Context: an optimization exercise on an open-source flow, tuned for small area. The choices shown serve that exercise and are no tape-out recipe. Only simulation tests tie the RTL to the original design; equivalence was not proved. Power figures rest on the tool's default switching activity, not on a simulated workload.

===== flow/config.mk =====
export PLATFORM = sky130hd
export DESIGN_NAME = pe_dot_accum_4xpack
export DESIGN_NICKNAME = pe_dot_accum_4xpack
export VERILOG_FILES = /design/flow/design.v
export SDC_FILE = /design/flow/constraint.sdc
export NUM_CORES = 4
export LEC_CHECK = 0
export CAP_MARGIN = 20
export CORE_MARGIN = 2
export CORE_UTILIZATION = 40
export CTS_BUF_LIST = sky130_fd_sc_hd__clkbuf_8 sky130_fd_sc_hd__clkbuf_16
export SLEW_MARGIN = 20
export SYNTH_HIERARCHICAL = 1
export SYNTH_MINIMUM_KEEP_SIZE = 0

===== flow/constraint.sdc =====
create_clock -name core_clock -period 4.5 [get_ports {clock}]
set_input_delay 0.9000 -clock core_clock [delete_from_list [all_inputs] [get_ports {clock}]]
set_output_delay 0.9000 -clock core_clock [all_outputs]
set_load 0.01 [all_outputs]

===== flow/design.v =====
module pe_dot_lane (
    input  logic [71:0]  p,
    output logic [17:0]  d
);
    wire t1 = p[0] ^ p[8];
    wire t2 = p[1] ^ p[8];
    wire t3 = p[2] ^ p[8];
    wire t4 = p[3] ^ p[8];
    wire t5 = p[4] ^ p[8];
    wire t6 = p[5] ^ p[8];
    wire t7 = p[6] ^ p[8];
    wire t8 = p[7] ^ p[8];
    wire t9 = p[9] ^ p[17];
    wire t10 = p[10] ^ p[17];
    wire t11 = p[11] ^ p[17];
    wire t12 = p[12] ^ p[17];
    wire t13 = p[13] ^ p[17];
    wire t14 = p[14] ^ p[17];
    wire t15 = p[15] ^ p[17];
    wire t16 = p[16] ^ p[17];
    wire t17 = p[18] ^ p[26];
    wire t18 = p[19] ^ p[26];
    wire t19 = p[20] ^ p[26];
    wire t20 = p[21] ^ p[26];
    wire t21 = p[22] ^ p[26];
    wire t22 = p[23] ^ p[26];
    wire t23 = p[24] ^ p[26];
    wire t24 = p[25] ^ p[26];
    wire t25 = p[27] ^ p[35];
    wire t26 = p[28] ^ p[35];
    wire t27 = p[29] ^ p[35];
    wire t28 = p[30] ^ p[35];
    wire t29 = p[31] ^ p[35];
    wire t30 = p[32] ^ p[35];
    wire t31 = p[33] ^ p[35];
    wire t32 = p[34] ^ p[35];
    wire t33 = p[36] ^ p[44];
    wire t34 = p[37] ^ p[44];
    wire t35 = p[38] ^ p[44];
    wire t36 = p[39] ^ p[44];
    wire t37 = p[40] ^ p[44];
    wire t38 = p[41] ^ p[44];
    wire t39 = p[42] ^ p[44];
    wire t40 = p[43] ^ p[44];
    wire t41 = p[45] ^ p[53];
    wire t42 = p[46] ^ p[53];
    wire t43 = p[47] ^ p[53];
    wire t44 = p[48] ^ p[53];
    wire t45 = p[49] ^ p[53];
    wire t46 = p[50] ^ p[53];
    wire t47 = p[51] ^ p[53];
    wire t48 = p[52] ^ p[53];
    wire t49 = p[54] ^ p[62];
    wire t50 = p[55] ^ p[62];
    wire t51 = p[56] ^ p[62];
    wire t52 = p[57] ^ p[62];
    wire t53 = p[58] ^ p[62];
    wire t54 = p[59] ^ p[62];
    wire t55 = p[60] ^ p[62];
    wire t56 = p[61] ^ p[62];
    wire t57 = p[63] ^ p[71];
    wire t58 = p[64] ^ p[71];
    wire t59 = p[65] ^ p[71];
    wire t60 = p[66] ^ p[71];
    wire t61 = p[67] ^ p[71];
    wire t62 = p[68] ^ p[71];
    wire t63 = p[69] ^ p[71];
    wire t64 = p[70] ^ p[71];
    wire t65, t66;
    pe_fa u_t65 (.a(p[8]), .b(p[17]), .c(p[26]), .s(t65), .co(t66));
    wire t67, t68;
    pe_fa u_t67 (.a(p[35]), .b(p[44]), .c(p[53]), .s(t67), .co(t68));
    wire t69, t70;
    pe_fa u_t69 (.a(p[62]), .b(p[71]), .c(t65), .s(t69), .co(t70));
    wire t71, t72;
    pe_ha u_t71 (.a(t67), .b(t69), .s(t71), .co(t72));
    wire t73, t74;
    pe_fa u_t73 (.a(t66), .b(t68), .c(t70), .s(t73), .co(t74));
    wire t75, t76;
    pe_ha u_t75 (.a(t72), .b(t73), .s(t75), .co(t76));
    wire t77, t78;
    pe_ha u_t77 (.a(t74), .b(t76), .s(t77), .co(t78));
    wire t79 = t75 | t71;
    wire t80 = t77 | t79;
    wire t81 = t78 | t80;
    wire t82 = t75 ^ t71;
    wire t83 = t77 ^ t79;
    wire t84 = t78 ^ t80;
    wire t85, t86;
    pe_fa u_t85 (.a(t1), .b(t9), .c(t17), .s(t85), .co(t86));
    wire t87, t88;
    pe_fa u_t87 (.a(t25), .b(t33), .c(t41), .s(t87), .co(t88));
    wire t89, t90;
    pe_fa u_t89 (.a(t49), .b(t57), .c(t85), .s(t89), .co(t90));
    wire t91, t92;
    pe_fa u_t91 (.a(t87), .b(t89), .c(t71), .s(t91), .co(t92));
    wire t93, t94;
    pe_fa u_t93 (.a(t2), .b(t10), .c(t18), .s(t93), .co(t94));
    wire t95, t96;
    pe_fa u_t95 (.a(t26), .b(t34), .c(t42), .s(t95), .co(t96));
    wire t97, t98;
    pe_fa u_t97 (.a(t50), .b(t58), .c(t86), .s(t97), .co(t98));
    wire t99, t100;
    pe_fa u_t99 (.a(t88), .b(t93), .c(t95), .s(t99), .co(t100));
    wire t101, t102;
    pe_fa u_t101 (.a(t90), .b(t97), .c(t99), .s(t101), .co(t102));
    wire t103, t104;
    pe_fa u_t103 (.a(t75), .b(t92), .c(t101), .s(t103), .co(t104));
    wire t105, t106;
    pe_fa u_t105 (.a(t3), .b(t11), .c(t19), .s(t105), .co(t106));
    wire t107, t108;
    pe_fa u_t107 (.a(t27), .b(t35), .c(t43), .s(t107), .co(t108));
    wire t109, t110;
    pe_fa u_t109 (.a(t51), .b(t59), .c(t94), .s(t109), .co(t110));
    wire t111, t112;
    pe_fa u_t111 (.a(t96), .b(t105), .c(t107), .s(t111), .co(t112));
    wire t113, t114;
    pe_fa u_t113 (.a(t98), .b(t100), .c(t109), .s(t113), .co(t114));
    wire t115, t116;
    pe_fa u_t115 (.a(t111), .b(t102), .c(t113), .s(t115), .co(t116));
    wire t117, t118;
    pe_fa u_t117 (.a(t77), .b(t104), .c(t115), .s(t117), .co(t118));
    wire t119, t120;
    pe_fa u_t119 (.a(t4), .b(t12), .c(t20), .s(t119), .co(t120));
    wire t121, t122;
    pe_fa u_t121 (.a(t28), .b(t36), .c(t44), .s(t121), .co(t122));
    wire t123, t124;
    pe_fa u_t123 (.a(t52), .b(t60), .c(t106), .s(t123), .co(t124));
    wire t125, t126;
    pe_fa u_t125 (.a(t108), .b(t119), .c(t121), .s(t125), .co(t126));
    wire t127, t128;
    pe_fa u_t127 (.a(t110), .b(t112), .c(t123), .s(t127), .co(t128));
    wire t129, t130;
    pe_fa u_t129 (.a(t125), .b(t114), .c(t127), .s(t129), .co(t130));
    wire t131, t132;
    pe_fa u_t131 (.a(t78), .b(t116), .c(t129), .s(t131), .co(t132));
    wire t133, t134;
    pe_fa u_t133 (.a(t5), .b(t13), .c(t21), .s(t133), .co(t134));
    wire t135, t136;
    pe_fa u_t135 (.a(t29), .b(t37), .c(t45), .s(t135), .co(t136));
    wire t137, t138;
    pe_fa u_t137 (.a(t53), .b(t61), .c(t120), .s(t137), .co(t138));
    wire t139, t140;
    pe_fa u_t139 (.a(t122), .b(t133), .c(t135), .s(t139), .co(t140));
    wire t141, t142;
    pe_fa u_t141 (.a(t124), .b(t126), .c(t137), .s(t141), .co(t142));
    wire t143, t144;
    pe_fa u_t143 (.a(t139), .b(t128), .c(t141), .s(t143), .co(t144));
    wire t145, t146;
    pe_fa u_t145 (.a(t130), .b(t143), .c(t132), .s(t145), .co(t146));
    wire t147, t148;
    pe_fa u_t147 (.a(t6), .b(t14), .c(t22), .s(t147), .co(t148));
    wire t149, t150;
    pe_fa u_t149 (.a(t30), .b(t38), .c(t46), .s(t149), .co(t150));
    wire t151, t152;
    pe_fa u_t151 (.a(t54), .b(t62), .c(t134), .s(t151), .co(t152));
    wire t153, t154;
    pe_fa u_t153 (.a(t136), .b(t147), .c(t149), .s(t153), .co(t154));
    wire t155, t156;
    pe_fa u_t155 (.a(t138), .b(t140), .c(t151), .s(t155), .co(t156));
    wire t157, t158;
    pe_fa u_t157 (.a(t153), .b(t142), .c(t155), .s(t157), .co(t158));
    wire t159, t160;
    pe_ha u_t159 (.a(t144), .b(t157), .s(t159), .co(t160));
    wire t161, t162;
    pe_fa u_t161 (.a(t7), .b(t15), .c(t23), .s(t161), .co(t162));
    wire t163, t164;
    pe_fa u_t163 (.a(t31), .b(t39), .c(t47), .s(t163), .co(t164));
    wire t165, t166;
    pe_fa u_t165 (.a(t55), .b(t63), .c(t148), .s(t165), .co(t166));
    wire t167, t168;
    pe_fa u_t167 (.a(t150), .b(t161), .c(t163), .s(t167), .co(t168));
    wire t169, t170;
    pe_fa u_t169 (.a(t152), .b(t154), .c(t165), .s(t169), .co(t170));
    wire t171, t172;
    pe_fa u_t171 (.a(t167), .b(t156), .c(t169), .s(t171), .co(t172));
    wire t173, t174;
    pe_fa u_t173 (.a(t158), .b(t171), .c(t160), .s(t173), .co(t174));
    wire t175, t176;
    pe_fa u_t175 (.a(t8), .b(t16), .c(t24), .s(t175), .co(t176));
    wire t177, t178;
    pe_fa u_t177 (.a(t32), .b(t40), .c(t48), .s(t177), .co(t178));
    wire t179, t180;
    pe_fa u_t179 (.a(t56), .b(t64), .c(t162), .s(t179), .co(t180));
    wire t181, t182;
    pe_fa u_t181 (.a(t164), .b(t175), .c(t177), .s(t181), .co(t182));
    wire t183, t184;
    pe_fa u_t183 (.a(t166), .b(t168), .c(t179), .s(t183), .co(t184));
    wire t185, t186;
    pe_fa u_t185 (.a(t181), .b(t170), .c(t183), .s(t185), .co(t186));
    wire t187, t188;
    pe_fa u_t187 (.a(t172), .b(t185), .c(t174), .s(t187), .co(t188));
    wire t189, t190;
    pe_fa u_t189 (.a(t176), .b(t178), .c(t180), .s(t189), .co(t190));
    wire t191, t192;
    pe_fa u_t191 (.a(t182), .b(t71), .c(t184), .s(t191), .co(t192));
    wire t193, t194;
    pe_fa u_t193 (.a(t189), .b(t186), .c(t191), .s(t193), .co(t194));
    wire t195, t196;
    pe_fa u_t195 (.a(t190), .b(t192), .c(t82), .s(t195), .co(t196));
    assign d[0] = t91;
    assign d[1] = t103;
    assign d[2] = t117;
    assign d[3] = t118;
    assign d[4] = t131;
    assign d[5] = t145;
    assign d[6] = t146;
    assign d[7] = t159;
    assign d[8] = t173;
    assign d[9] = t187;
    assign d[10] = t188;
    assign d[11] = t193;
    assign d[12] = t194;
    assign d[13] = t195;
    assign d[14] = t83;
    assign d[15] = t196;
    assign d[16] = t84;
    assign d[17] = t81;
endmodule
module pe_acc_add (
    input  logic [12:0]  base,
    input  logic [17:0]  d,
    output logic [12:0]  sum
);
    wire t1, t2;
    pe_fa u_t1 (.a(base[3]), .b(d[3]), .c(d[4]), .s(t1), .co(t2));
    wire t3, t4;
    pe_ha u_t3 (.a(base[4]), .b(d[5]), .s(t3), .co(t4));
    wire t5, t6;
    pe_fa u_t5 (.a(base[5]), .b(d[6]), .c(d[7]), .s(t5), .co(t6));
    wire t7, t8;
    pe_ha u_t7 (.a(base[6]), .b(d[8]), .s(t7), .co(t8));
    wire t9, t10;
    pe_ha u_t9 (.a(base[7]), .b(d[9]), .s(t9), .co(t10));
    wire t11, t12;
    pe_fa u_t11 (.a(base[8]), .b(d[10]), .c(d[11]), .s(t11), .co(t12));
    wire t13, t14;
    pe_fa u_t13 (.a(base[9]), .b(d[12]), .c(d[13]), .s(t13), .co(t14));
    wire t15, t16;
    pe_fa u_t15 (.a(base[10]), .b(d[14]), .c(d[15]), .s(t15), .co(t16));
    wire t17, t18;
    pe_ha u_t17 (.a(base[11]), .b(d[16]), .s(t17), .co(t18));
    wire t19, t20;
    pe_ha u_t19 (.a(base[0]), .b(d[0]), .s(t19), .co(t20));
    wire t21, t22;
    pe_fa u_t21 (.a(base[1]), .b(d[1]), .c(t20), .s(t21), .co(t22));
    wire t23, t24;
    pe_fa u_t23 (.a(base[2]), .b(d[2]), .c(t22), .s(t23), .co(t24));
    wire t25, t26;
    pe_ha u_t25 (.a(t1), .b(t24), .s(t25), .co(t26));
    wire t27, t28;
    pe_fa u_t27 (.a(t2), .b(t3), .c(t26), .s(t27), .co(t28));
    wire t29, t30;
    pe_fa u_t29 (.a(t4), .b(t5), .c(t28), .s(t29), .co(t30));
    wire t31, t32;
    pe_fa u_t31 (.a(t6), .b(t7), .c(t30), .s(t31), .co(t32));
    wire t33, t34;
    pe_ha u_t33 (.a(t8), .b(t9), .s(t33), .co(t34));
    wire t35, t36;
    pe_fa u_t35 (.a(t10), .b(t11), .c(t34), .s(t35), .co(t36));
    wire t37, t38;
    pe_fa u_t37 (.a(t12), .b(t13), .c(t36), .s(t37), .co(t38));
    wire t39, t40;
    pe_fa u_t39 (.a(t14), .b(t15), .c(t38), .s(t39), .co(t40));
    wire t41, t42;
    pe_fa u_t41 (.a(t16), .b(t17), .c(t40), .s(t41), .co(t42));
    wire t43 = t18 ^ base[12] ^ d[17] ^ t42;
    wire t44 = t33 ^ t32;
    wire t45 = t32 & t33;
    wire t46 = t35 ^ t45;
    wire t47 = t33 & t35;
    wire t48 = t32 & t47;
    wire t49 = t37 ^ t48;
    wire t50 = t47 & t37;
    wire t51 = t32 & t50;
    wire t52 = t39 ^ t51;
    wire t53 = t50 & t39;
    wire t54 = t32 & t53;
    wire t55 = t41 ^ t54;
    wire t56 = t53 & t41;
    wire t57 = t32 & t56;
    wire t58 = t43 ^ t57;
    assign sum[0] = t19;
    assign sum[1] = t21;
    assign sum[2] = t23;
    assign sum[3] = t25;
    assign sum[4] = t27;
    assign sum[5] = t29;
    assign sum[6] = t31;
    assign sum[7] = t44;
    assign sum[8] = t46;
    assign sum[9] = t49;
    assign sum[10] = t52;
    assign sum[11] = t55;
    assign sum[12] = t58;
endmodule
module pe_dot_accum_4xpack #(
    parameter int DOT_SIZE          = 8,
    parameter int MULT_OUTPUT_WIDTH = 9,
    parameter int MULT_LATENCY      = 3,
    parameter int ACCUM_WIDTH       = 12
) (
    input  logic                                                   clock,
    input  logic                                                   reset,
    input  logic                                                   i_valid,
    input  logic                                                   i_first,
    input  logic                                                   i_last,
    input  logic [1:0][1:0][DOT_SIZE-1:0][MULT_OUTPUT_WIDTH-1:0] i_mult_output,
    input  logic                                                   i_ready,
    output logic                                                   o_valid,
    output logic [1:0][1:0][ACCUM_WIDTH-1:0]                       o_result,
    output logic                                                   o_overflow
);
    logic [3:0] r_v, r_f, r_l;
    logic       r_ld, r_empty;
    always_ff @(posedge clock) begin
        r_f <= {r_f[2:0], i_first};
        r_l <= {r_l[2:0], i_last};
        if (reset) begin
            r_v  <= '0;
            r_ld <= 1'b0;
        end else begin
            r_v  <= {r_v[2:0], i_valid};
            r_ld <= r_v[3] & r_l[3];
        end
    end
    always_ff @(posedge clock) begin
        if (reset)
            r_empty <= 1'b1;
        else if (r_v[3])
            r_empty <= 1'b0;
    end
    logic w_start;
    assign w_start = r_f[3] | r_empty;
    logic [3:0][12:0] r_acc;
    logic [3:0][11:0] w_res;
    for (genvar n = 0; n < 4; n++) begin : g_lane
        logic [17:0] w_d, r_d;
        logic [12:0] w_sum;
        logic        w_clip;
        pe_dot_lane u_dot (.p(i_mult_output[n/2][n%2]), .d(w_d));
        always_ff @(posedge clock)
            r_d <= w_d;
        pe_acc_add u_add (.base(w_start ? 13'd0 : r_acc[n]), .d(r_d), .sum(w_sum));
        assign w_clip = r_acc[n][12] ^ r_acc[n][11];
        always_ff @(posedge clock)
            if (r_v[3] && (w_start || !w_clip))
                r_acc[n] <= w_sum;
        assign w_res[n] = w_clip ? {r_acc[n][12], {11{~r_acc[n][12]}}} : r_acc[n][11:0];
    end
    always_ff @(posedge clock) begin
        if (!o_valid || i_ready)
            o_result <= w_res;
        if (reset) begin
            o_valid    <= 1'b0;
            o_overflow <= 1'b0;
        end else if (r_ld) begin
            if (o_valid && !i_ready)
                o_overflow <= 1'b1;
            else
                o_valid <= 1'b1;
        end else if (i_ready) begin
            o_valid <= 1'b0;
        end
    end
endmodule
module pe_fa (
    input  logic a, b, c,
    output logic s, co
);
    assign s  = a ^ b ^ c;
    assign co = (a & b) | (a & c) | (b & c);
endmodule
module pe_ha (
    input  logic a, b,
    output logic s, co
);
    assign s  = a ^ b;
    assign co = a & b;
endmodule

===== flow/flow/run.sh =====
#!/bin/bash
# Standard layout, with the smallest buffer as the port buffer.
set -euo pipefail
bash standard.sh BUFFER_PORTS_ARGS="-buffer_cell sky130_fd_sc_hd__buf_1" finish > standard_flow.log 2>&1

===== flow/standard.sh =====
#!/bin/bash
# synth_recipe.tcl (not shown) runs the flow's synth.tcl, then flattens the netlist and writes it again
# the make line also repeats each setting of config.mk as NAME=value (left out here)
make -C /OpenROAD-flow-scripts/flow DESIGN_CONFIG=/design/flow/config.mk WORK_HOME=/design/flow/orfs CLKGATE_MAP_FILE= SYNTH_SCRIPT=/design/flow/synth_recipe.tcl "${@:-finish}"

==> results of run 1 <==
==> sequential cells by signal, summed over array words and instances, names as in the netlist <==
register,flops
o_overflow,1
r_empty,1
o_result,48
r_v,4
g_lane.r_d,72
r_f,4
o_valid,1
r_l,4
r_acc,52
r_ld,1
==> power by group through the flow <==
stage	Combinational [uW]	Clock, uW	Sequential, uW
6_report	5260	1430	2760
5_1_grt	6270	1550	2810
4_1_cts	5500	1490	2770
3_5_place_dp	5490	0	2810
3_3_place_gp	5240	0	2800
2_1_floorplan	7090	0	2790
==> cell families after synthesis <==
logic type	Yosys count
AOI/OAI and AO/OA	47
xor gates and xnor gates	288
and+or+nand+nor	93
adders and majority gates	360
buffers and inverters	209
DFF	188
==> per-module statistics from Yosys (local to each module, per instance) <==
module	copies in the design	area [um^2]	flops+latches	cells inside
pe_dot_lane	4	842.1	0	98
pe_ha	44	12.51	0	1
pe_acc_add	4	205.2	0	26
pe_fa	292	20.02	0	1
pe_dot_accum_4xpack	1	5797	188	353
==> area by class of cell <==
class | instances | area [um^2] | area share (%)
clock buffer | 18 | 439.2 | 2.439
clock inverter | 14 | 115.1 | 0.6392
inverter | 37 | 138.9 | 0.7712
multi-input combinational | 788 | 10090 | 56.03
sequential | 188 | 4765 | 26.46
tap | 532 | 665.6 | 3.696
timing repair buffer | 394 | 1795 | 9.970
==> placed cells by master, fill, tap and decap left out <==
master and instances:
a21oi_1 12, nand3_1 8, clkbuf_8 1, clkbuf_16 17, nor2b_1 5, a21o_1 34
buf_4 41, xnor2_1 20, xor2_1 268, or2_2 4, nand2b_2 1, buf_12 10
nor2_4 1, edfxtp_1 100, buf_1 343, fa_1 292, o31ai_1 1, clkinvlp_4 1
nand2_1 5, bufinv_16 2, nand2b_1 1, and2_1 37, nor3_1 19, nor2_2 2
clkinv_2 5, inv_1 43, ha_1 68, nor2_1 6, and4_4 4, dfxtp_1 88
==> worst max path at each step <==
stage / cells after the start / endpoint / startpoint
final: 9 / g_lane[3].r_d[9] / i_mult_output[251]
after global routing: 9 / g_lane[3].r_d[9] / i_mult_output[251]
after CTS: 9 / g_lane[1].r_d[9] / i_mult_output[107]
after detailed placement: 9 / g_lane[1].r_d[9] / i_mult_output[107]
after global placement: 9 / g_lane[1].r_d[9] / i_mult_output[107]
after floorplan: 10 / g_lane[0].r_d[9] / i_mult_output[8]
==> metrics by stage <==
| step | setup WS, ns | util (%) | cell area [um^2] | hold slack, ns |
|---|---|---|---|---|
| global route | 0.2033 | 44.31 | 18010 | 0.3342 |
| floorplan | 0.2272 | - | 16380 | 0.3096 |
| CTS | 0.3701 | 44.27 | 18000 | 0.3266 |
| global placement | -0.05908 | 42.91 | 17440 | 0.3151 |
| finish | 0.3578 | 44.31 | 18010 | 0.3231 |
| detailed placement | -0.1232 | 42.91 | 17440 | 0.3138 |
==> per-layer routing <==
layer | routed length (um) | part of all wire, % | track usage, %
met2 | 15530 | 52 | 25.74
met1 | 12670 | 43 | 19.00
met3 | 978 | 3.3 | 2.271
met4 | 470 | 1.6 | 4.490
met5 | 0 | 0 | 0
==> flow_metrics.tcl, run 1 <==
set metrics [dict create \
    status "timing/DRC/antenna clean" \
    cp-start-kind "primary input" \
    synthTopCellsByArea "fa_1 36%, edfxtp_1 18%, xor2_1 14%" \
    critical_path.cell_chain "buf_1 -> xor2_1 -> fa_1 -> fa_1 -> fa_1 -> fa_1 -> ha_1 -> fa_1 -> fa_1" \
    slowest_stage "fa_1" \
    skew_ns 0.01226 \
    stdcell_count 1971 \
    die_x_um 206.4 \
    avgSynthCellArea_um2 13.82 \
    p_sw_share_pct 36.90 \
    fmaxAchievable_mhz 241.4 \
    crit_family "adder cells" \
    maxSlewViolCount 0 \
    dieArea_um2 42590 \
    grt_max_degree 32 \
    ys.flop_type "edfxtp_1" \
    grt_overflow 0 \
    reg2reg_to "r_acc[34]" \
    combPwrFrac_pct 55.7 \
    ys.warnings.count 7 \
    ios 344 \
    grt_use_total_pct 14.79 \
    clk_path_buf_depth 2 \
    cp_data_required_time_ns 4.82 \
    period_share_pct 92.05 \
    drt_iter0_markers 216 \
    reg2reg_setup_slack_ns 0.70 \
    seqPwrFrac_pct 29.2 \
    num_antenna_cells 0 \
    synth_fp_nets 1839 \
    crit_path_frequent_cell "fa_1" \
    synth_edf_count 100 \
    end_kind "register" \
    ys_async_sr_fraction_pct 0 \
    powerDensity_nw_per_um2 525.2 \
    htree_num_levels 4 \
    worstHoldStart "r_f[2]" \
    min_delay_worst_endpoint "r_f[3]" \
    synth_top_family_by_area "adder cells" \
    synth.largest_area_cell "fa_1" \
    yosysMostFrequentCell "fa_1" \
    dp_cells 1938 \
    critPathMaxStageDelay_ns 0.53 \
    synth_cell_type_count 24 \
    grt_pass1_vias 10066 \
    via_count 8686 \
    cts-root-buf "clkbuf_16" \
    layout.nets 2080 \
    internal_power_uw 5968 \
    synth-compound-area-share_pct 1.971 \
    maxCapViolations 0 \
    worst-path-buf-inv 1 \
    rows 74 \
    ant_nets 0 \
    arrival_ns 4.46 \
    ff2ff_path_depth 12 \
    clkLatencyLatePin_ns 0.45 \
    timing.rr.start "r_f[3]" \
    yosysSeqAreaShare_pct 29.08 \
    power_uw 9457 \
    dpl.hpwl_um 25920 \
    synthMuxAreaShare_pct 0 \
    path_class "primary input to register" \
    hold_viol 0 \
    layout-drive-gt1-share_pct 6.185 \
    setup_tns_ns 0 \
    first_pass_iters 4 \
    synthAdderAreaFrac_pct 40.88 \
    gp_congestion 0.8458 \
    clockPowerShare_pct 15.2 \
    fin_crit_ns 4.142 \
    post_cts_buffers 0 \
    start_util_pct 40.30 \
    core_area_um2 40650 \
    switchingPower_uw 3489 \
    cts_buffers 17 \
    cts_tree "yes" \
    tightest_slew_ns 0.9896 \
    syn-cell-area_um2 16380 \
    cts_resized 0 \
    yosys.area_share.xor_xnor_pct 15.40 \
    setup_viol 0 \
    port_buffers 343 \
    ys_seq_elements 188 \
    clkSlewWorstSetupHoldPaths_ns 0.07 \
    wl_per_cell_um 15.04 \
    max-vdd-ir-drop_mv 0.2643 \
    routed_via_density 4.407 \
    relSlewSlack_pct 33.78 \
    rsz0062_at_grt "false" \
    die_h_um 206.4 \
    drt_wl_total_um 29650 \
    clock_sinks 188 \
    grt_antenna_before_repair 0 \
    yosys.area_share.simple_pct 3.299 \
    hold_path.class "register to register" \
    route.detailed.drc 0 \
    yosysTopAreaCellShare_pct 35.68 \
    synthCells 1185 \
    whs_path_depth 0 \
    p_leak_uw 0.007334 \
    netlist_top_cells_count "292 x fa_1, 268 x xor2_1, 124 x buf_4" \
    areaGrowthSynthToFinish_pct 9.929 \
    fillers 3786 \
    cts_hold_buf 0 \
    worst-path-max-fanout 8 \
    grt_pass1_wl_um 48640 \
]
==> run 2, diff against run 1 <==
--- a/flow/config.mk
+++ b/flow/config.mk
@@ -8,7 +8,7 @@
 export CAP_MARGIN = 20
 export CORE_MARGIN = 2
 export CORE_UTILIZATION = 40
-export CTS_BUF_LIST = sky130_fd_sc_hd__clkbuf_8 sky130_fd_sc_hd__clkbuf_16
+export GPL_TIMING_DRIVEN = 0
 export SLEW_MARGIN = 20
 export SYNTH_HIERARCHICAL = 1
 export SYNTH_MINIMUM_KEEP_SIZE = 0
==> flow_metrics.tcl, run 2 <==
set metrics [dict create \
    cts_resized 0 \
    synth.largest_area_cell "fa_1" \
    layout.nets 2201 \
    critical_path.cell_chain "buf_1 -> buf_6 -> xor2_1 -> fa_1 -> fa_1 -> fa_1 -> fa_1 -> ha_1 -> fa_1 -> fa_1 -> buf_4" \
    worst-path-max-fanout 8 \
    rsz0062_at_grt "false" \
    relSlewSlack_pct 32.35 \
    grt_antenna_before_repair 2 \
    whs_path_depth 0 \
    drt_wl_total_um 30850 \
    die_x_um 206.4 \
    layout_commonest_cell "buf_1" \
    whs_ns 0.3290 \
    cp_data_required_time_ns 4.82 \
    critPathMaxStageDelay_ns 0.53 \
    maxCapViolations 0 \
    num_antenna_cells 0 \
    period_share_pct 92.76 \
    via_count 9081 \
    regMostFlops "g_lane.r_d" \
    yosysTopAreaCellShare_pct 35.68 \
    grt_use_total_pct 15.22 \
    core_area_um2 40650 \
    route.detailed.drc 0 \
    avgSynthCellArea_um2 13.82 \
    cts-root-buf "clkbuf_16" \
    stdcell_count 2092 \
    cts_buffers 17 \
    synthCells 1185 \
    min_delay_worst_endpoint "r_l[3]" \
    port_buffers 342 \
    clk_path_buf_depth 2 \
    yosysMostFrequentCell "fa_1" \
    p_leak_uw 0.007912 \
    cts_hold_buf 0 \
    synth_edf_count 100 \
    ios 344 \
    skew_ns 0.01426 \
    hold_path.class "register to register" \
    path_class "primary input to register" \
    ys.warnings.count 7 \
    setup_slack_ns 0.3259 \
    synth_cell_type_count 24 \
    yosysSeqAreaShare_pct 29.08 \
    status "timing/DRC/antenna clean" \
    drt_iter0_markers 179 \
    wl_per_cell_um 14.75 \
    ff2ff_path_depth 13 \
    grt_overflow 0 \
    layout_common_cells "342 x buf_1, 292 x fa_1, 268 x xor2_1, 125 x buf_4, 100 x edfxtp_1" \
    largest_reg_flops 72 \
    fmaxAchievable_mhz 239.6 \
    ys_async_sr_fraction_pct 0 \
    htree_num_levels 4 \
    dpl.hpwl_um 26930 \
    rows 74 \
    arrival_ns 4.50 \
    layout-drive-gt1-share_pct 13.91 \
    cts_tree "yes" \
    seqPwrFrac_pct 21.9 \
    internal_power_uw 8483 \
    powerDensity_nw_per_um2 664.9 \
    dp_slack_ns -0.1565 \
    setup_viol 0 \
    switchingPower_uw 4116 \
    fin_crit_ns 4.174 \
    ys_seq_elements 188 \
    grt_pass1_vias 10314 \
    reg2reg_to "r_acc[21]" \
    max-vdd-ir-drop_mv 0.3586 \
    first_pass_iters 4 \
    clkLatencyLatePin_ns 0.43 \
    slowest_stage "fa_1" \
    reg.largest.list "g_lane.r_d x72, r_acc x52, o_result x48" \
    clkSlewWorstSetupHoldPaths_ns 0.07 \
    grt_max_degree 51 \
    reg2reg_setup_slack_ns 0.52 \
    die_h_um 206.4 \
    start_util_pct 40.30 \
    gp_congestion 0.7938 \
    hold_viol 0 \
    postLayoutCoreUtil_pct 46.62 \
    cp-start-kind "primary input" \
    netlist_top_cells_count "292 x fa_1, 268 x xor2_1, 124 x buf_4" \
    synth_fp_nets 1839 \
    ys.flop_type "edfxtp_1" \
    crit_path_frequent_cell "fa_1" \
    areaGrowthSynthToFinish_pct 15.67 \
    syn-cell-area_um2 16380 \
    end_kind "register" \
    timing.rr.start "r_empty" \
    tightest_slew_ns 1.011 \
    dieArea_um2 42590 \
    synthTopCellsByArea "fa_1 36%, edfxtp_1 18%, xor2_1 14%" \
    maxSlewViolCount 0 \
    grt_pass1_wl_um 50060 \
    clockPowerShare_pct 12.0 \
    ant_nets 0 \
    combPwrFrac_pct 66.1 \
    p_sw_share_pct 32.67 \
    clock_sinks 188 \
    worstHoldStart "r_l[2]" \
    dp_cells 2059 \
    routed_via_density 4.341 \
    post_cts_buffers 0 \
]
==> run 2: changes by cell type in the layout (fill, tap and decap cells not counted), moves of 2 or more <==
cell / delta
buf_4: +84
buf_6: +36
buf_2: +11
buf_12: -10
inv_1: -6
inv_8: +6
clkinv_2: -5
clkinv_4: +4
bufinv_16: -2
clkinv_8: +2
inv_4: +2
==> run 2: worst max-delay path, delay by kind of cell <==
kind       cells  cell delay, ns
buf+inv        3            0.51
fa+ha+maj      7            2.84
xor+xnor       1            0.24
==> run 2: through the flow <==
stage | TNS [ns] | instance area [um^2] | power [uW]
after global placement | -0.3299 | 18330 | 11180
after CTS | 0 | 18940 | 12920
final | 0 | 18950 | 12600
after floorplan | 0 | 16380 | 9885
after detailed placement | -0.7587 | 18340 | 11380
after global routing | 0 | 18950 | 14050
==> run 2: kinds of logic after synthesis <==
kind of cell | count (synthesis) | synth area share, %
DFF | 188 | 29.08
adders and majority gates | 360 | 40.88
buffers and inverters | 209 | 9.371
AOI/OAI and AO/OA | 47 | 1.971
and+or+nand+nor | 93 | 3.299
xor gates and xnor gates | 288 | 15.40
==> run 2: power by group through the flow <==
stage          combinational [uW]  sequential [uW]  clock [uW]
2_1_floorplan                7090             2790           0
4_1_cts                      8580             2770        1570
3_3_place_gp                 8370             2810           0
6_report                     8320             2760        1510
5_1_grt                      9610             2810        1620
3_5_place_dp                 8570             2810           0
==> run 2: cell type report <==
cell class	count	area (um^2)
fillers	3738	21700
multi-input cells	788	10090
flip-flops and latches	188	4765
plain buffers	172	1396
repair buffers	343	1291
well taps	532	665.6
clock buffers	18	450.4
clock inverters	14	147.6
inverters	37	138.9
==> run 2: worst max-delay path by stage <==
stage	endpoint	startpoint	slack, ns	cells after the start
after floorplan	g_lane[0].r_d[9]	i_mult_output[8]	0.23	10
after global placement	g_lane[3].r_d[9]	i_mult_output[233]	-0.09	11
after detailed placement	g_lane[2].r_d[9]	i_mult_output[179]	-0.16	11
after CTS	g_lane[2].r_d[9]	i_mult_output[179]	0.31	11
after global routing	g_lane[2].r_d[9]	i_mult_output[179]	0.13	11
final	g_lane[2].r_d[9]	i_mult_output[179]	0.33	11
==> run 2: per-module statistics from Yosys, one instance, submodules excluded <==
module,flops+latches,times used,area (um^2)
pe_dot_accum_4xpack,188,1,5797
pe_dot_lane,0,4,842.1
pe_acc_add,0,4,205.2
pe_fa,0,292,20.02
pe_ha,0,44,12.51
==> run 2: metal layers <==
| metal | track usage, % | routed length [um] |
|---|---|---|
| met3 | 2.476 | 1026 |
| met5 | 0 | 13 |
| met4 | 3.291 | 242 |
| met1 | 19.54 | 13300 |
| met2 | 27.04 | 16260 |
==> run 3, diff against run 2 <==
--- a/flow/config.mk
+++ b/flow/config.mk
@@ -8,7 +8,6 @@
 export CAP_MARGIN = 20
 export CORE_MARGIN = 2
 export CORE_UTILIZATION = 40
-export GPL_TIMING_DRIVEN = 0
 export SLEW_MARGIN = 20
 export SYNTH_HIERARCHICAL = 1
 export SYNTH_MINIMUM_KEEP_SIZE = 0
==> flow_metrics.tcl, run 3 <==
set metrics [dict create \
    status "timing/DRC/antenna clean" \
    cts_resized 0 \
    htree_num_levels 4 \
    ios 344 \
    dieArea_um2 42590 \
    die_h_um 206.4 \
    drt_wl_total_um 29660 \
    layout_commonest_cell "buf_1" \
    period_share_pct 92.06 \
    synthTopCellsByArea "fa_1 36%, edfxtp_1 18%, xor2_1 14%" \
    layout.nets 2080 \
    cts_buffers 17 \
    clockPowerShare_pct 15.3 \
    skew_ns 0.01181 \
    cts-root-buf "clkbuf_16" \
    p_leak_uw 0.007309 \
    grt_use_total_pct 14.79 \
    setup_tns_ns 0 \
    route.detailed.drc 0 \
    areaGrowthSynthToFinish_pct 9.929 \
    yosysSeqAreaShare_pct 29.08 \
    maxSlewViolCount 0 \
    avgSynthCellArea_um2 13.82 \
    combPwrFrac_pct 55.6 \
    powerDensity_nw_per_um2 525.9 \
    reg.largest.list "g_lane.r_d x72, r_acc x52, o_result x48" \
    gp_congestion 0.8458 \
    max-vdd-ir-drop_mv 0.2641 \
    synth_cell_type_count 24 \
    die_x_um 206.4 \
    p_sw_share_pct 36.84 \
    rows 74 \
    setup_viol 0 \
    num_antenna_cells 0 \
    arrival_ns 4.46 \
    yosysTopAreaCellShare_pct 35.68 \
    critPathMaxStageDelay_ns 0.53 \
    synth_edf_count 100 \
    via_count 8689 \
    core_area_um2 40650 \
    switchingPower_uw 3489 \
    ys_async_sr_fraction_pct 0 \
    cp_data_required_time_ns 4.82 \
    start_util_pct 40.30 \
    grt_max_degree 32 \
    cts_tree "yes" \
    cts_hold_buf 0 \
    dpl.hpwl_um 25920 \
    ys.flop_type "edfxtp_1" \
    cp-start-kind "primary input" \
    relSlewSlack_pct 34.50 \
    layout-drive-gt1-share_pct 6.185 \
    fin_crit_ns 4.143 \
    grt_pass1_wl_um 48640 \
    seqPwrFrac_pct 29.1 \
    drt_iter0_markers 216 \
    critical_path.cell_chain "buf_1 -> xor2_1 -> fa_1 -> fa_1 -> fa_1 -> fa_1 -> ha_1 -> fa_1 -> fa_1" \
    ys_seq_elements 188 \
    hold_path.class "register to register" \
    clkLatencyLatePin_ns 0.44 \
    port_buffers 343 \
    synthCells 1185 \
    wl_per_cell_um 15.05 \
    ant_nets 0 \
    synth.largest_area_cell "fa_1" \
    power_uw 9471 \
    end_kind "register" \
    worst-path-max-fanout 8 \
    tightest_slew_ns 0.9789 \
    routed_via_density 4.408 \
    post_cts_buffers 0 \
    internal_power_uw 5982 \
    path_class "primary input to register" \
    slowest_stage "fa_1" \
    hold_viol 0 \
    dp_slack_ns -0.1232 \
    clk_path_buf_depth 2 \
    yosysMostFrequentCell "fa_1" \
    maxCapViolations 0 \
    grt_pass1_vias 10066 \
    synth_fp_nets 1839 \
    largest_reg_flops 72 \
    regMostFlops "g_lane.r_d" \
    layout_common_cells "343 x buf_1, 292 x fa_1, 268 x xor2_1, 100 x edfxtp_1, 88 x dfxtp_1" \
    clock_sinks 188 \
    clkSlewWorstSetupHoldPaths_ns 0.07 \
    grt_antenna_before_repair 0 \
    setup_slack_ns 0.3574 \
    first_pass_iters 4 \
    rsz0062_at_grt "false" \
    crit_path_frequent_cell "fa_1" \
    grt_overflow 0 \
    fmaxAchievable_mhz 241.4 \
    syn-cell-area_um2 16380 \
    ys.warnings.count 7 \
    netlist_top_cells_count "292 x fa_1, 268 x xor2_1, 124 x buf_4" \
]
run 3: cell counts after synthesis:
Identical to the previous run, type by type.
run 3: worst paths after layout:
| check | startpoint | end | slack [ns] | depth (start not counted) |
|---|---|---|---|---|
| hold / removal | r_f[2] | r_f[3] | 0.32 | 0 |
| setup / recovery | i_mult_output[251] | g_lane[3].r_d[9] | 0.36 | 9 |
| hold reg to reg | r_f[2] | r_f[3] | 0.32 | 0 |
| setup reg to reg | r_f[3] | r_acc[34] | 0.70 | 12 |
run 3: worst max-delay path, delay by kind of cell:
family,cells,cell delay [ns]
xor gates and xnor gates,1,0.18
adders and majority gates,7,2.91
buffers and inverters,1,0.47
run 3: per-module statistics from Yosys (local to each module, per instance):
module	cells	area [um^2]	flip-flops and latches	times used
pe_acc_add	26	205.2	0	4
pe_dot_accum_4xpack	353	5797	188	1
pe_dot_lane	98	842.1	0	4
pe_fa	1	20.02	0	292
pe_ha	1	12.51	0	44
run 3: per-stage QoR:
| step | util (%) | hold slack [ns] | area (um^2) | cells |
|---|---|---|---|---|
| global placement | 42.91 | 0.3151 | 17440 | 1938 |
| CTS | 44.27 | 0.3264 | 18000 | 1970 |
| detailed placement | 42.91 | 0.3138 | 17440 | 1938 |
| finish | 44.31 | 0.3234 | 18010 | 1971 |
| floorplan | - | 0.3096 | 16380 | 1185 |
| global route | 44.31 | 0.3341 | 18010 | 1971 |
run 3: metal layers:
layer	up-vias	share of wire, %	GRT usage, %
met1	4385	43	19.00
met4	0	1.6	4.490
met5	-	0	0
li1	4098	-	-
met3	27	3.5	2.271
met2	179	52	25.74
run 3: logic make-up (layout without fill, tap and decap cells):
kind of cell    count (synthesis)  in the layout  synth area share (%)
fa+ha+maj                     360            360                 40.88
xor+xnor                      288            288                 15.40
buf+inv                       209            463                 9.371
flops                         188            188                 29.08
simple gates                   93             93                 3.299
compound gates                 47             47                 1.971
run 3: power groups by stage:
stage	Combinational (uW)	Clock [uW]	Sequential [uW]
2_1_floorplan	7090	0	2790
3_3_place_gp	5240	0	2800
3_5_place_dp	5490	0	2810
4_1_cts	5500	1500	2770
5_1_grt	6270	1560	2810
6_report	5270	1450	2760
run 3: layout make-up:
class	count	area, um^2
fillers	3786	22640
multi-input cells	788	10090
flip-flops and latches	188	4765
repair buffers	394	1795
well taps	532	665.6
clock buffers	24	461.7
inverters	37	138.9
clock inverters	8	92.59
==> run 4, diff against run 3 <==
==> flow/flow/run.sh (replaced) <==
#!/bin/bash
# Standard layout, with the smallest buffer as the port buffer and a leaner clock tree.
set -euo pipefail
bash standard.sh BUFFER_PORTS_ARGS="-buffer_cell sky130_fd_sc_hd__buf_1" \
  CTS_ARGS="-sink_clustering_enable -repair_clock_nets -root_buf sky130_fd_sc_hd__clkbuf_16 -sink_clustering_buffer sky130_fd_sc_hd__clkbuf_8 -buf_list sky130_fd_sc_hd__clkbuf_8 -dont_use_dummy_load" \
  finish > standard_flow.log 2>&1
--- a/flow/config.mk
+++ b/flow/config.mk
@@ -5,9 +5,9 @@
 export SDC_FILE = /design/flow/constraint.sdc
 export NUM_CORES = 4
 export LEC_CHECK = 0
-export CAP_MARGIN = 20
+export CAP_MARGIN = 0
 export CORE_MARGIN = 2
 export CORE_UTILIZATION = 40
-export SLEW_MARGIN = 20
+export SLEW_MARGIN = 0
 export SYNTH_HIERARCHICAL = 1
 export SYNTH_MINIMUM_KEEP_SIZE = 0
==> flow_metrics.tcl, run 4 <==
set metrics [dict create \
    yosysTopAreaCellShare_pct 35.68 \
    avgSynthCellArea_um2 13.82 \
    regMostFlops "g_lane.r_d" \
    areaGrowthSynthToFinish_pct 7.966 \
    layout_common_cells "343 x buf_1, 292 x fa_1, 268 x xor2_1, 100 x edfxtp_1, 88 x dfxtp_1" \
    hold_viol 0 \
    grt_pass1_wl_um 48350 \
    post_cts_buffers 0 \
    max-vdd-ir-drop_mv 0.2312 \
    rsz0062_at_grt "false" \
    yosysMostFrequentCell "fa_1" \
    maxSlewViolCount 0 \
    synth_edf_count 100 \
    yosysSeqAreaShare_pct 29.08 \
    first_pass_iters 5 \
    clkSlewWorstSetupHoldPaths_ns 0.09 \
    dieArea_um2 42590 \
    grt_use_total_pct 14.67 \
    grt_overflow 0 \
    drt_wl_total_um 29430 \
    gp_congestion 0.8458 \
    period_share_pct 93.08 \
    relSlewSlack_pct 25.08 \
    setup_slack_ns 0.3113 \
    core_area_um2 40650 \
    tightest_slew_ns 1.120 \
    worst-path-max-fanout 8 \
    port_buffers 343 \
    die_h_um 206.4 \
    syn-cell-area_um2 16380 \
    maxCapViolations 0 \
    layout-drive-gt1-share_pct 5.411 \
    register_area_um2 4765 \
    cts_hold_buf 0 \
    layout_commonest_cell "buf_1" \
    grt_max_degree 32 \
    cp-start-kind "primary input" \
    ios 344 \
    synthTopCellsByArea "fa_1 36%, edfxtp_1 18%, xor2_1 14%" \
    synth_cell_type_count 24 \
    postLayoutCoreUtil_pct 43.51 \
    clk_path_buf_depth 2 \
    placed_area_um2 17440 \
    wl_per_cell_um 15.06 \
    synthCells 1185 \
    rows 74 \
    route.detailed.drc 0 \
    clkLatencyLatePin_ns 0.40 \
    dpl.hpwl_um 25920 \
    reg.largest.list "g_lane.r_d x72, r_acc x52, o_result x48" \
    grt_pass1_vias 10006 \
    cp_data_required_time_ns 4.76 \
    fmaxAchievable_mhz 238.7 \
    skew_ns 0.02650 \
    multi_input_area_um2 10080 \
    via_count 8640 \
    clock_sinks 188 \
    ant_nets 0 \
    htree_num_levels 4 \
    routed_via_density 4.419 \
    cts_tree "yes" \
    drt_iter0_markers 210 \
    start_util_pct 40.30 \
    status "timing/DRC/antenna clean" \
    fin_crit_ns 4.189 \
    synth.largest_area_cell "fa_1" \
    largest_reg_flops 72 \
    synth_fp_nets 1839 \
    die_x_um 206.4 \
    cts-root-buf "clkbuf_16" \
    ys.flop_type "edfxtp_1" \
    powerDensity_nw_per_um2 502.4 \
    ys_async_sr_fraction_pct 0 \
    cts_resized 0 \
    path_class "primary input to register" \
    slowest_stage "fa_1" \
    dp_slack_ns -0.1232 \
    ys.warnings.count 7 \
    power_uw 8886 \
    critical_path.cell_chain "buf_1 -> xor2_1 -> fa_1 -> fa_1 -> fa_1 -> fa_1 -> ha_1 -> fa_1 -> fa_1" \
    ys_seq_elements 188 \
    arrival_ns 4.45 \
    critPathMaxStageDelay_ns 0.53 \
    layout.nets 2079 \
    fin_area_um2 17690 \
    crit_path_frequent_cell "fa_1" \
    hold_path.class "register to register" \
    setup_viol 0 \
    fillers 3808 \
    cts_buffers 17 \
    netlist_top_cells_count "292 x fa_1, 268 x xor2_1, 124 x buf_4" \
    grt_antenna_before_repair 0 \
    end_kind "register" \
    p_leak_uw 0.007160 \
    num_antenna_cells 0 \
]
run 4: cell counts after synthesis:
Identical to the previous run, type by type.
run 4: final timing paths:
check                startpoint               end  slack [ns]  cells after the start
min                      r_f[2]            r_f[3]        0.33                      0
max          i_mult_output[107]  g_lane[1].r_d[9]        0.31                      9
min reg2reg              r_f[2]            r_f[3]        0.33                      0
max reg2reg              r_f[3]         r_acc[34]        0.68                     12
run 4: Yosys stat by module (local to each module, per instance):
module / times used / flip-flops and latches / cells / cell area, um^2
pe_dot_lane: 4 / 0 / 98 / 842.1
pe_fa: 292 / 0 / 1 / 20.02
pe_dot_accum_4xpack: 1 / 188 / 353 / 5797
pe_ha: 44 / 0 / 1 / 12.51
pe_acc_add: 4 / 0 / 26 / 205.2
run 4: cells by family after synthesis:
logic type      count (synthesis)  share of synthesized area (%)
xor+xnor                      288                          15.40
simple gates                   93                          3.299
flops                         188                          29.08
buf+inv                       209                          9.371
compound gates                 47                          1.971
fa+ha+maj                     360                          40.88
run 4: per-layer routing:
| metal | part of all wire (%) | track usage [%] | wire length [um] | vias up |
|---|---|---|---|---|
| met3 | 3.8 | 2.649 | 1106 | 22 |
| met1 | 43 | 19.04 | 12600 | 4357 |
| met4 | 1.3 | 3.418 | 369 | 0 |
| met5 | 0 | 0 | 0 | - |
| met2 | 52 | 25.50 | 15360 | 184 |
| li1 | - | - | - | 4077 |
run 4: worst max-delay path, delay by kind of cell:
kind,cells,cell delay (ns)
fa+ha+maj,7,2.90
buf+inv,1,0.46
xor+xnor,1,0.20
run 4: where the power goes:
group          total [uW]  switching, uW  internal, uW
registers            2750            186          2570
logic                5260           2680          2580
clock network         874            516           358
run 4: layout make-up:
class | instances | area share [%]
clock buffer | 17 | 1.387
timing repair buffer | 393 | 10.11
sequential | 188 | 26.94
inverter | 37 | 0.7852
tap | 532 | 3.763
multi-input combinational | 788 | 57.02
run 4: through the flow:
| step | hold WS [ns] | std cells | TNS [ns] |
|---|---|---|---|
| 5_1_grt | 0.3413 | 1955 | 0 |
| 6_report | 0.3263 | 1955 | 0 |
| 4_1_cts | 0.3326 | 1955 | 0 |
| 3_3_place_gp | 0.3151 | 1938 | -0.1049 |
| 2_1_floorplan | 0.3096 | 1185 | 0 |
| 3_5_place_dp | 0.3138 | 1938 | -0.3525 |
==> run 5, diff against run 4 <==
==> flow/flow/run.sh (replaced) <==
#!/bin/bash
# Standard layout, with the smallest buffer as the port buffer and a leaner clock tree.
set -euo pipefail
bash standard.sh BUFFER_PORTS_ARGS="-buffer_cell sky130_fd_sc_hd__buf_1" \
  CTS_ARGS="-sink_clustering_enable -repair_clock_nets -root_buf sky130_fd_sc_hd__clkbuf_16 -sink_clustering_buffer sky130_fd_sc_hd__clkbuf_8 -buf_list sky130_fd_sc_hd__clkbuf_8 -dont_use_dummy_load" \
  RECOVER_POWER=100 finish > standard_flow.log 2>&1
--- a/flow/config.mk
+++ b/flow/config.mk
@@ -5,9 +5,9 @@
 export SDC_FILE = /design/flow/constraint.sdc
 export NUM_CORES = 4
 export LEC_CHECK = 0
-export CAP_MARGIN = 0
+export CAP_MARGIN = 20
 export CORE_MARGIN = 2
 export CORE_UTILIZATION = 40
-export SLEW_MARGIN = 0
+export SLEW_MARGIN = 20
 export SYNTH_HIERARCHICAL = 1
 export SYNTH_MINIMUM_KEEP_SIZE = 0
==> flow_metrics.tcl, run 5 <==
set metrics [dict create \
    status "complete, but fails checks" \
    so_faults "max-capacitance violations, max-slew violations" \
    synth_cell_type_count 24 \
    routed.top_layer "met4" \
    via_count 8666 \
    netlist_top_cells_count "292 x fa_1, 268 x xor2_1, 124 x buf_4" \
    cts_tree "yes" \
    period_share_pct 94.10 \
    clkLatencyLatePin_ns 0.40 \
    ys.warnings.count 7 \
    worstHoldStart "r_f[2]" \
    grt_pass1_vias 10006 \
    ys_seq_elements 188 \
    cts_resized 0 \
    fin_area_um2 17650 \
    fin_crit_ns 4.235 \
    clk_path_buf_depth 2 \
    cts-root-buf "clkbuf_16" \
    areaGrowthSynthToFinish_pct 7.729 \
    whs_ns 0.3250 \
    synth_edf_count 100 \
    power_uw 8866 \
    cts_hold_buf 0 \
    yosysTopAreaCellShare_pct 35.68 \
    num_antenna_cells 0 \
    synth.largest_area_cell "fa_1" \
    start_util_pct 40.30 \
    ant_nets 0 \
    max-vdd-ir-drop_mv 0.2311 \
    reg2reg_to "r_acc[38]" \
    hold_path.class "register to register" \
    layout_common_cells "334 x buf_1, 292 x fa_1, 268 x xor2_1, 100 x edfxtp_1, 88 x dfxtp_1" \
    relSlewSlack_pct -11.46 \
    setup_viol 0 \
    core_area_um2 40650 \
    avgSynthCellArea_um2 13.82 \
    postLayoutCoreUtil_pct 43.42 \
    routed_via_density 4.430 \
    grt_overflow 0 \
    grt_antenna_before_repair 0 \
    arrival_ns 4.50 \
    layout-drive-gt1-share_pct 4.494 \
    synth_fp_nets 1839 \
    syn-cell-area_um2 16380 \
    reg2reg_setup_slack_ns 0.66 \
    tightest_slew_ns 1.672 \
    clkSlewWorstSetupHoldPaths_ns 0.10 \
    fmaxAchievable_mhz 236.2 \
    maxSlewViolCount 32 \
    grt_pass1_wl_um 48350 \
    dp_cells 1938 \
    regMostFlops "g_lane.r_d" \
    die_x_um 206.4 \
    ys_async_sr_fraction_pct 0 \
    largest_reg_flops 72 \
    dieArea_um2 42590 \
    maxCapViolations 1 \
    cp-start-kind "primary input" \
    ios 344 \
    ys.flop_type "edfxtp_1" \
    grt_use_total_pct 14.67 \
    drt_iter0_markers 221 \
    fillers 3819 \
    htree_num_levels 4 \
    wl_met3_um 1025 \
    crit_start "i_mult_output[179]" \
    wl_met1_um 12700 \
    die_h_um 206.4 \
    post_cts_buffers 0 \
    placed_area_um2 17440 \
    grt_max_degree 32 \
    cp_data_required_time_ns 4.76 \
    wl_per_cell_um 15.06 \
    reg.largest.list "g_lane.r_d x72, r_acc x52, o_result x48" \
    layout_commonest_cell "buf_1" \
    p_leak_uw 0.007127 \
    first_pass_iters 5 \
    end_kind "register" \
    rows 74 \
    timing.rr.start "r_f[3]" \
    powerDensity_nw_per_um2 502.3 \
    hold_viol 0 \
    yosysMostFrequentCell "fa_1" \
    synthTopCellsByArea "fa_1 36%, edfxtp_1 18%, xor2_1 14%" \
    cts_buffers 17 \
    stdcell_count 1956 \
    drt_wl_total_um 29450 \
    worst-path-max-fanout 6 \
    rsz0062_at_grt "false" \
    clock_sinks 188 \
    port_buffers 343 \
    synthCells 1185 \
    min_delay_worst_endpoint "r_f[3]" \
    whs_path_depth 0 \
    path_class "primary input to register" \
    dpl.hpwl_um 25920 \
    skew_ns 0.02668 \
    route.detailed.drc 0 \
    wl_met2_um 15370 \
    layout.nets 2080 \
    ff2ff_path_depth 13 \
    gp_congestion 0.8458 \
    yosysSeqAreaShare_pct 29.08 \
]
-- run 5: Yosys stat by module (local to each module, per instance) --
module | cells inside | flops+latches | copies in the design | cell area [um^2]
pe_dot_lane | 98 | 0 | 4 | 842.1
pe_ha | 1 | 0 | 44 | 12.51
pe_fa | 1 | 0 | 292 | 20.02
pe_acc_add | 26 | 0 | 4 | 205.2
pe_dot_accum_4xpack | 353 | 188 | 1 | 5797
-- run 5: report_power, final --
group	internal [uW]	total [uW]	switching, uW
clock network	358	874	516
registers	2570	2750	186
logic	2570	5240	2670
-- run 5: per-stage QoR --
step	setup TNS [ns]	worst slack, ns
floorplan	0	0.2272
global placement	-0.1049	-0.05908
detailed placement	-0.3525	-0.1232
CTS	0	0.3144
global route	0	0.1560
finish	0	0.2654
-- run 5: layout make-up --
type,instances,area (um^2),area share [%]
clock buffers,17,245.2,1.390
inverters,37,138.9,0.7870
multi-input cells,788,10070,57.07
flip-flops and latches,188,4765,27.00
well taps,532,665.6,3.772
repair buffers,394,1762,9.982
-- run 5: critical path: stages --
cell and delay [ns]:
clkbuf_1 0.32, clkbuf_1 0.36, xor2_1 0.26, fa_1 0.45
fa_1 0.41, fa_1 0.53, fa_1 0.43, fa_1 0.41
fa_1 0.42
-- run 5: metal layers --
metal | global-route usage (%) | vias to the layer above
li1 | - | 4084
met1 | 19.04 | 4390
met2 | 25.50 | 171
met3 | 2.649 | 21
met4 | 3.418 | 0
met5 | 0 | -
-- run 5: logic make-up after synthesis --
logic type                 synth area share [%]
AOI/OAI and AO/OA                         1.971
and+or+nand+nor                           3.299
DFF                                       29.08
buffers and inverters                     9.371
xor gates and xnor gates                  15.40
adders and majority gates                 40.88
-- run 5: how the worst max path moves through the flow --
stage,endpoint,slack (ns),cells after the start
floorplan,g_lane[0].r_d[9],0.23,10
global placement,g_lane[1].r_d[9],-0.06,9
detailed placement,g_lane[1].r_d[9],-0.12,9
CTS,g_lane[1].r_d[9],0.31,9
global route,g_lane[2].r_d[9],0.16,9
finish,g_lane[2].r_d[9],0.27,9
==> run 6, diff against run 5 <==
==> flow/flow/run.sh (replaced) <==
#!/bin/bash
# Standard layout, with the smallest buffer as the port buffer and a leaner clock tree.
set -euo pipefail
bash standard.sh BUFFER_PORTS_ARGS="-buffer_cell sky130_fd_sc_hd__buf_1" \
  CTS_ARGS="-sink_clustering_enable -repair_clock_nets -root_buf sky130_fd_sc_hd__clkbuf_16 -sink_clustering_buffer sky130_fd_sc_hd__clkbuf_8 -buf_list sky130_fd_sc_hd__clkbuf_8 -dont_use_dummy_load" \
  finish > standard_flow.log 2>&1
==> flow_metrics.tcl, run 6 <==
set metrics [dict create \
    ys.warnings.count 7 \
    cp_data_required_time_ns 4.76 \
    rsz0062_at_grt "false" \
    setup_viol 0 \
    skew_ns 0.02590 \
    yosysMostFrequentCell "fa_1" \
    ant_nets 0 \
    setup_slack_ns 0.3113 \
    areaGrowthSynthToFinish_pct 8.043 \
    synthTopCellsByArea "fa_1 36%, edfxtp_1 18%, xor2_1 14%" \
    p_leak_uw 0.007165 \
    worst-path-max-fanout 8 \
    hold_path.class "register to register" \
    grt_overflow 0 \
    die_h_um 206.4 \
    clock_sinks 188 \
    layout_commonest_cell "buf_1" \
    layout.nets 2080 \
    hold_viol 0 \
    register_area_um2 4765 \
    dp_slack_ns -0.1232 \
    yosysTopAreaCellShare_pct 35.68 \
    layout_common_cells "343 x buf_1, 292 x fa_1, 268 x xor2_1, 100 x edfxtp_1, 88 x dfxtp_1" \
    wl_per_cell_um 15.06 \
    ys_seq_elements 188 \
    die_x_um 206.4 \
    htree_num_levels 4 \
    first_pass_iters 4 \
    cts_hold_buf 0 \
    end_kind "register" \
    synth_fp_nets 1839 \
    grt_use_total_pct 14.67 \
    via_count 8655 \
    maxCapViolations 0 \
    cts_resized 0 \
    ys.flop_type "edfxtp_1" \
    clkSlewWorstSetupHoldPaths_ns 0.09 \
    max-vdd-ir-drop_mv 0.2312 \
    dpl.hpwl_um 25920 \
    port_buffers 343 \
    synth_cell_type_count 24 \
    layout-drive-gt1-share_pct 5.618 \
    reg.largest.list "g_lane.r_d x72, r_acc x52, o_result x48" \
    grt_pass1_wl_um 48350 \
    ios 344 \
    largest_reg_flops 72 \
    synth.largest_area_cell "fa_1" \
    post_cts_buffers 0 \
    netlist_top_cells_count "292 x fa_1, 268 x xor2_1, 124 x buf_4" \
    start_util_pct 40.30 \
    gp_congestion 0.8458 \
    fin_crit_ns 4.189 \
    rows 74 \
    drt_wl_total_um 29460 \
    ys_async_sr_fraction_pct 0 \
    fillers 3808 \
    avgSynthCellArea_um2 13.82 \
    maxSlewViolCount 0 \
    grt_max_degree 32 \
    clkLatencyLatePin_ns 0.40 \
    multi_input_area_um2 10090 \
    dieArea_um2 42590 \
    regMostFlops "g_lane.r_d" \
    cts-root-buf "clkbuf_16" \
    drt_iter0_markers 205 \
    arrival_ns 4.45 \
    status "timing/DRC/antenna clean" \
    core_area_um2 40650 \
    cp-start-kind "primary input" \
    fmaxAchievable_mhz 238.7 \
    powerDensity_nw_per_um2 502.0 \
    clk_path_buf_depth 2 \
    route.detailed.drc 0 \
    routed_via_density 4.425 \
    cts_tree "yes" \
    placed_area_um2 17440 \
    num_antenna_cells 0 \
    grt_antenna_before_repair 0 \
    yosysSeqAreaShare_pct 29.08 \
    fin_area_um2 17700 \
    syn-cell-area_um2 16380 \
    path_class "primary input to register" \
    synthCells 1185 \
    relSlewSlack_pct 34.20 \
    period_share_pct 93.08 \
    synth_edf_count 100 \
    tightest_slew_ns 0.9834 \
    cts_buffers 17 \
    grt_pass1_vias 10006 \
]
-- run 6: cell counts after synthesis --
No cell type changed its count.
-- run 6: cell type report --
cell class / count / area share [%]
flip-flops and latches: 188 / 26.92
repair buffers: 394 / 10.14
clock buffers: 17 / 1.386
inverters: 37 / 0.7847
well taps: 532 / 3.761
multi-input cells: 788 / 57.01
-- run 6: report_power, final --
part           total, uW  internal (uW)  switching, uW
clock network        875            358            517
registers           2750           2570            187
logic               5260           2580           2680
total               8880           5510           3380
-- run 6: per-layer routing --
layer  wire [um]  up-vias  track usage (%)  share of wire, %
met5           0        -                0                 0
met4         371        0            3.418               1.3
met3        1066       22            2.649               3.6
met2       15370      177            25.50                52
met1       12650     4376            19.04                43
li1            -     4080                -                 -
-- run 6: path summary, 6_finish.rpt --
kind | to | slack (ns) | from | cells past startpoint
max reg2reg | r_acc[34] | 0.69 | r_f[3] | 12
max | g_lane[1].r_d[9] | 0.31 | i_mult_output[107] | 9
min | r_f[3] | 0.33 | r_f[2] | 0
min reg2reg | r_f[3] | 0.33 | r_f[2] | 0
-- run 6: modules after synthesis, one instance, submodules excluded --
module | cell area, um^2 | cells inside | copies in the design
pe_ha | 12.51 | 1 | 44
pe_fa | 20.02 | 1 | 292
pe_dot_lane | 842.1 | 98 | 4
pe_dot_accum_4xpack | 5797 | 353 | 1
pe_acc_add | 205.2 | 26 | 4
-- run 6: cell families (layout without fill, tap and decap cells) --
logic type	Yosys count	after routing	synth area share (%)
xor gates and xnor gates	288	288	15.40
buffers and inverters	209	448	9.371
adders and majority gates	360	360	40.88
and+or+nand+nor	93	93	3.299
AOI/OAI and AO/OA	47	47	1.971
DFF	188	188	29.08
-- run 6: critical path, cell delays in order --
cell and delay [ns]:
buf_1 0.46, xor2_1 0.20, fa_1 0.47, fa_1 0.45, fa_1 0.53, fa_1 0.42, ha_1 0.21, fa_1 0.39
fa_1 0.43
-- run 6: metrics by stage --
stage / cells / TNS, ns / hold slack (ns) / power [uW] / util [%]
after floorplan: 1185 / 0 / 0.3096 / 9885 / -
after global placement: 1938 / -0.1049 / 0.3151 / 8043 / 42.91
after detailed placement: 1938 / -0.3525 / 0.3138 / 8291 / 42.91
after CTS: 1955 / 0 / 0.3326 / 9187 / 43.51
after global routing: 1956 / 0 / 0.3413 / 10060 / 43.54
final: 1956 / 0 / 0.3257 / 8885 / 43.54
==> run 7, diff against run 6 <==
==> flow/flow/run.sh (replaced) <==
#!/bin/bash
# Standard layout, with our own port buffers (see pre_gpl.tcl) and a leaner clock tree.
set -euo pipefail
bash standard.sh DONT_BUFFER_PORTS=1 PRE_GLOBAL_PLACE_TCL="$PWD/flow/pre_gpl.tcl" \
  CTS_ARGS="-sink_clustering_enable -repair_clock_nets -root_buf sky130_fd_sc_hd__clkbuf_16 -sink_clustering_buffer sky130_fd_sc_hd__clkbuf_8 -buf_list sky130_fd_sc_hd__clkbuf_8 -dont_use_dummy_load" \
  finish > standard_flow.log 2>&1
==> flow/flow/pre_gpl.tcl (new file) <==
# Port buffers: the smallest buffer, or a stronger one on inputs that fan out widely.
buffer_ports -inputs -outputs -buffer_cell sky130_fd_sc_hd__buf_1
foreach inst [get_cells input*] {
  set out [get_pins -of_objects $inst -filter "direction == output"]
  set loads [get_pins -of_objects [get_nets -of_objects $out] -filter "direction == input"]
  if {[llength $loads] >= 6} {
    replace_cell $inst sky130_fd_sc_hd__buf_4
  }
}
==> flow_metrics.tcl, run 7 <==
set metrics [dict create \
    cp_data_required_time_ns 4.63 \
    clkLatencyLatePin_ns 0.40 \
    route.detailed.drc 0 \
    grtUsageMet3_pct 2.980 \
    fin_crit_ns 3.777 \
    whs_ns 0.3137 \
    syn-cell-area_um2 16380 \
    num_antenna_cells 0 \
    clkSlewWorstSetupHoldPaths_ns 0.08 \
    wl_per_cell_um 18.09 \
    cts_resized 0 \
    end_kind "register" \
    regMostFlops "g_lane.r_d" \
    ys_seq_elements 188 \
    clk_path_buf_depth 2 \
    power_uw 8720 \
    cp-start-kind "register" \
    clock_sinks 188 \
    ios 344 \
    rsz0062_at_grt "false" \
    cts_tree "yes" \
    critical_path.cell_chain "buf_4 -> nor3_1 -> ha_1 -> fa_1 -> fa_1 -> ha_1 -> fa_1 -> fa_1 -> fa_1 -> ha_1 -> xor2_1" \
    cts_hold_buf 0 \
    hold_path.class "register to register" \
    critPathMaxStageDelay_ns 0.44 \
    via_count 7273 \
    synthTopCellsByArea "fa_1 36%, edfxtp_1 18%, xor2_1 14%" \
    yosysSeqAreaShare_pct 29.08 \
    powerDensity_nw_per_um2 546.5 \
    synth_fp_nets 1839 \
    yosysTopAreaCellShare_pct 35.68 \
    multi_input_area_um2 10090 \
    path_class "register to register" \
    cts-root-buf "clkbuf_16" \
    ys_async_sr_fraction_pct 0 \
    setup_tns_ns 0 \
    areaGrowthSynthToFinish_pct -2.612 \
    synthCells 1185 \
    layout_common_cells "292 x fa_1, 268 x xor2_1, 100 x edfxtp_1, 88 x dfxtp_1, 68 x ha_1" \
    grt_overflow 0 \
    arrival_ns 3.91 \
    synth_edf_count 100 \
    port_buffers 342 \
    period_share_pct 83.94 \
    drt_wl_total_um 28340 \
    die_x_um 206.4 \
    ys.flop_type "edfxtp_1" \
    relSlewSlack_pct 30.01 \
    grt-busiest-layer "met2" \
    ant_nets 0 \
    grt_use_total_pct 14.05 \
    cts_buffers 17 \
    routed_via_density 4.641 \
    first_pass_iters 5 \
    netlist_top_cells_count "292 x fa_1, 268 x xor2_1, 124 x buf_4" \
    layout.nets 1691 \
    htree_num_levels 4 \
    ys.warnings.count 7 \
    p_leak_uw 0.006498 \
    gp_congestion 0.7818 \
    fmaxAchievable_mhz 264.7 \
    layout_commonest_cell "fa_1" \
    use_met2_pct 24.38 \
    register_area_um2 4765 \
    max-vdd-ir-drop_mv 0.2520 \
    worst-path-max-fanout 20 \
    placed_area_um2 15700 \
    maxSlewViolCount 0 \
    die_h_um 206.4 \
    fillers 3816 \
    dpl.hpwl_um 24540 \
    synth.largest_area_cell "fa_1" \
    grt_pass1_wl_um 45770 \
    crit_path_frequent_cell "fa_1" \
    core_area_um2 40650 \
    start_util_pct 40.30 \
    synth_cell_type_count 24 \
    layout-drive-gt1-share_pct 3.285 \
    grt_max_degree 32 \
    status "timing/DRC/antenna clean" \
    hold_viol 0 \
    drt_iter0_markers 206 \
    maxCapViolations 0 \
    use_met1_pct 18.05 \
    grt_antenna_before_repair 1 \
    fin_area_um2 15950 \
    rows 74 \
    reg.largest.list "g_lane.r_d x72, r_acc x52, o_result x48" \
    post_cts_buffers 0 \
    largest_reg_flops 72 \
    skew_ns 0.03707 \
    tightest_slew_ns 1.046 \
    avgSynthCellArea_um2 13.82 \
    yosysMostFrequentCell "fa_1" \
    slowest_stage "fa_1" \
    grt_pass1_vias 8799 \
    setup_viol 0 \
    postLayoutCoreUtil_pct 39.25 \
    dieArea_um2 42590 \
]
-- run 7: cell counts after synthesis --
No cell type changed its count.
-- run 7: final timing paths --
| kind | startpoint | cells after the start | slack (ns) | end |
|---|---|---|---|---|
| worst max-delay path | r_empty | 11 | 0.72 | r_acc[47] |
| worst min-delay path | r_l[1] | 0 | 0.31 | r_l[2] |
| worst max register to register | r_empty | 11 | 0.72 | r_acc[47] |
| worst min register to register | r_l[1] | 0 | 0.31 | r_l[2] |
-- run 7: logic make-up (layout without fill, tap and decap cells) --
group | count (synthesis) | count (layout) | share of synthesized area, %
AO/OA/AOI/OAI | 47 | 47 | 1.971
buffers and inverters | 209 | 59 | 9.371
flip-flops | 188 | 188 | 29.08
XOR/XNOR | 288 | 288 | 15.40
AND/OR/NAND/NOR | 93 | 93 | 3.299
adder cells (fa/ha/maj) | 360 | 360 | 40.88
-- run 7: cell type report --
| class | count | area share [%] |
|---|---|---|
| multi-input cells | 788 | 63.24 |
| well taps | 532 | 4.172 |
| flip-flops and latches | 188 | 29.86 |
| repair buffers | 5 | 0.3137 |
| inverters | 37 | 0.8705 |
| clock buffers | 17 | 1.537 |
-- run 7: Yosys stat by module, one instance, submodules excluded --
module	area (um^2)	cells	flip-flops and latches
pe_dot_accum_4xpack	5797	353	188
pe_dot_lane	842.1	98	0
pe_acc_add	205.2	26	0
pe_ha	12.51	1	0
pe_fa	20.02	1	0
-- run 7: metal layers --
metal,vias to the layer above,wire (um)
met5,-,10
met3,16,1222
met2,168,15010
met4,2,269
li1,3302,-
met1,3785,11830
-- run 7: through the flow --
| step | std cells | setup slack (ns) |
|---|---|---|
| 4_1_cts | 1567 | 0.6737 |
| 3_5_place_dp | 1550 | 0.3422 |
| 6_report | 1567 | 0.7227 |
| 3_3_place_gp | 1550 | 0.3915 |
| 2_1_floorplan | 1185 | 0.2272 |
| 5_1_grt | 1567 | 0.4610 |
-- run 7: worst max-delay path, delay by kind of cell (launching register included) --
family	cells	cell delay, ns
fa+ha+maj	8	2.61
xor+xnor	1	0.16
simple gates	1	0.10
flops	1	0.37
buf+inv	1	0.29
-- run 7: power by group --
part	switching, uW	internal [uW]	leakage (uW)
Combinational	2540	2510	0.00465
Clock	512	358	0.000127
Sequential	223	2570	0.00172
Total	3280	5440	0.00650

Re-timed with assumed drivers on the ports (clkbuf_16 on the clock, buf_2 on other inputs), run 7 has 0.537 ns of setup slack against 0.723 ns with ideal ports, and 0.109 ns once port delays also move by the mid clock arrival of 0.428 ns.
